Context: an optimization exercise on an open-source flow, tuned for small area, a short achievable clock period and few clock cycles per item. The choices shown serve that exercise and are no tape-out recipe. Power and IR drop assume default switching activity.

== east ==
## archive_block_cipher
module archive_block_cipher (
    input  logic        i_clk,
    input  logic        i_rst_n,
    input  logic        i_cfg_wr_en,
    input  logic        i_cfg_index,
    input  logic [31:0] i_cfg_data,
    input  logic        i_in_valid,
    output logic        o_in_stall,
    input  logic [31:0] i_data_word,
    input  logic        i_last,
    output logic        o_out_valid,
    input  logic        i_out_stall,
    output logic [31:0] o_result_word,
    output logic        o_last_out
);
For scale: about 2800 cells after synthesis, about 110 I/O pins, ~26000 sq um of cells after synthesis.
export LEC_CHECK = 0
export CAP_MARGIN = 20
export CORE_MARGIN = 2
export CORE_UTILIZATION = 30
export SLEW_MARGIN = 20
export SYNTH_MEMORY_MAX_BITS = 16384
create_clock -name core_clock -period 11.0 [get_ports {i_clk}]
run.sh (not shown) runs the stock make flow with config.mk's settings and CLKGATE_MAP_FILE= SYNTH_SCRIPT=/design/flow/synth_recipe.tcl, a recipe that flattens the netlist after the stock synthesis.
Setup changes, east to middle
==> flow/flow/run.sh (new file) <==
#!/bin/bash
# Standard ORFS layout (the standard.sh), with timing repair asked to leave
# more setup slack than the default so that it works on paths under the period.
set -euo pipefail
export SETUP_SLACK_MARGIN=${MARGIN:-6.5}
bash standard.sh > flow_make.log 2>&1
==> flow/standard.sh (new file) <==
#!/bin/bash
# synth_recipe.tcl (not shown) runs the flow's synth.tcl, then flattens the netlist and writes it again
# the make line also repeats each setting of config.mk as NAME=value (left out here)
make -C /OpenROAD-flow-scripts/flow DESIGN_CONFIG=/design/flow/config.mk WORK_HOME=/design/flow/orfs CLKGATE_MAP_FILE= SYNTH_SCRIPT=/design/flow/synth_recipe.tcl "${@:-finish}"
removed: flow/run.sh
==> results.txt <==
Comparing portion of the layout cell area used by non-clock buffers for east and middle, the smaller number came from east.
Higher non-clock buffer count goes to middle over east.
[middle] combinational gate power rose 22% relative to east
Summary of middle over east: total design power went up by 600 uW, fraction of area in multi-input gates went up by 0.39 points, static leakage power went up by 0.00051 uW.
In the flow results for east and middle, the largest net degree at the start of global routing is larger on middle.
Re routed via count divided by cell count: east and middle aren't equal, and the higher value belongs to middle.
No functional check of the RTL was part of any run of this note.

---

Another version of the RTL of archive_block_cipher (not shown whole).
Size: ~2700 cells after synthesis, roughly 300 flip-flops, ~110 I/O pins, about 0.025 mm^2 of cells after synthesis.
clock: 11.0 ns
lec_check: 0
cap_margin: 20
core_margin: 2
core_utilization: 30
slew_margin: 20
synth_memory_max_bits: 16384
Stock flow here: none of the scripts above is used.
Then changed:
==> flow/flow/run.sh (new file) <==
#!/bin/bash
# Standard ORFS layout (the standard.sh), with timing repair asked to leave
# more setup slack than the default so that it works on paths under the period.
set -euo pipefail
export SETUP_SLACK_MARGIN=${MARGIN:-6.8}
bash standard.sh > flow_make.log 2>&1
==> flow/standard.sh (new file) <==
#!/bin/bash
# synth_recipe.tcl (not shown) runs the flow's synth.tcl, then flattens the netlist and writes it again
# the make line also repeats each setting of config.mk as NAME=value (left out here)
make -C /OpenROAD-flow-scripts/flow DESIGN_CONFIG=/design/flow/config.mk WORK_HOME=/design/flow/orfs CLKGATE_MAP_FILE= SYNTH_SCRIPT=/design/flow/synth_recipe.tcl "${@:-finish}"
removed: flow/run.sh
- non-clock buffer count rose by 83
- register-to-register slack gets better by 0.81 ns
- core utilization rose by 2.1 points
- power rose by about a fifth
- via count rose by a few percent
- global-route usage rose by 0.64 points
- setup slack gets better by 0.81 ns
- synthesized cell count stays the same
- final area rose by a few percent
- clock power fell by a little under a tenth
- clock-buffer cell count rose by 2
No run of this note included a check of the RTL's function; only the layout flow was run.

---

archive_block_cipher, a different RTL version from the one above (not shown whole).
Size: ~2700 cells after synthesis, roughly 280 flip-flops, ~110 I/O pins.
clock: 11.0 ns
lec_check: 0
cap_margin: 20
core_margin: 2
core_utilization: 30
slew_margin: 20
synth_memory_max_bits: 16384
standard.sh (not shown) runs the stock make flow with config.mk's settings and CLKGATE_MAP_FILE= SYNTH_SCRIPT=/design/flow/synth_recipe.tcl, a recipe that flattens the netlist after the stock synthesis.
==> flow/flow/run.sh <==
#!/bin/bash
# Standard ORFS layout (the standard.sh), with timing repair asked to leave
# more setup slack than the default so that it works on paths under the period.
set -euo pipefail
export SETUP_SLACK_MARGIN=${MARGIN:-6.0}
bash standard.sh > flow_make.log 2>&1
==> next run, changes <==
==> flow/flow/run.sh (replaced) <==
#!/bin/bash
# Standard ORFS layout (the standard.sh), with timing repair asked to leave
# more setup slack than the default so that it works on paths under the period.
set -euo pipefail
export SETUP_SLACK_MARGIN=${MARGIN:-6.3}
bash standard.sh > flow_make.log 2>&1
After rerunning: Power came out higher by 5.6%. Core utilization came out higher by 0.45 points. Synthesized cell count does not change.
Function was not checked in any run of this note: the RTL went through the layout flow alone.

afterwards: timing with drivers on the ports:
The results above use ideal ports. As a check the final layouts listed here were re-extracted and re-timed, cells and wires unchanged. Step 1 assumes that a clkbuf_16 drives the clock port and a buf_2 every other input. Step 2, shift: input delay + t, output delay - t, t = (earliest + latest rising clock arrival at the registers) / 2. This alone moves slack from input paths to output paths. Three values: ideal ports, drivers, drivers and shift; two values: the first two.
run | t (ns) | setup slack, ns | clock arrival spread, ns | worst slew at a driven data input, ns
east | 0.662 | 5.315 / 5.315 / 4.939 | 0.044 / 0.044 | 0.07
middle | 0.627 | 6.221 / 6.221 / 6.060 | 0.031 / 0.030 | 0.06
the first run of note 2 | 0.625 | 5.174 / 5.174 / 5.174 | 0.033 / 0.033 | 0.07
the second run of note 2 | 0.597 | 5.981 / 5.981 / 5.981 | 0.016 / 0.016 | 0.07
the first run of note 3 | 0.639 | 6.192 / 6.192 / 6.075 | 0.026 / 0.026 | 0.05
the second run of note 3 | 0.623 | 6.317 / 6.317 / 5.960 | 0.033 / 0.033 | 0.05
After both steps every run listed still meets setup and hold. The setup slack of east, which loses most, moves by 0.000 ns with the drivers and by -0.376 ns with both steps.
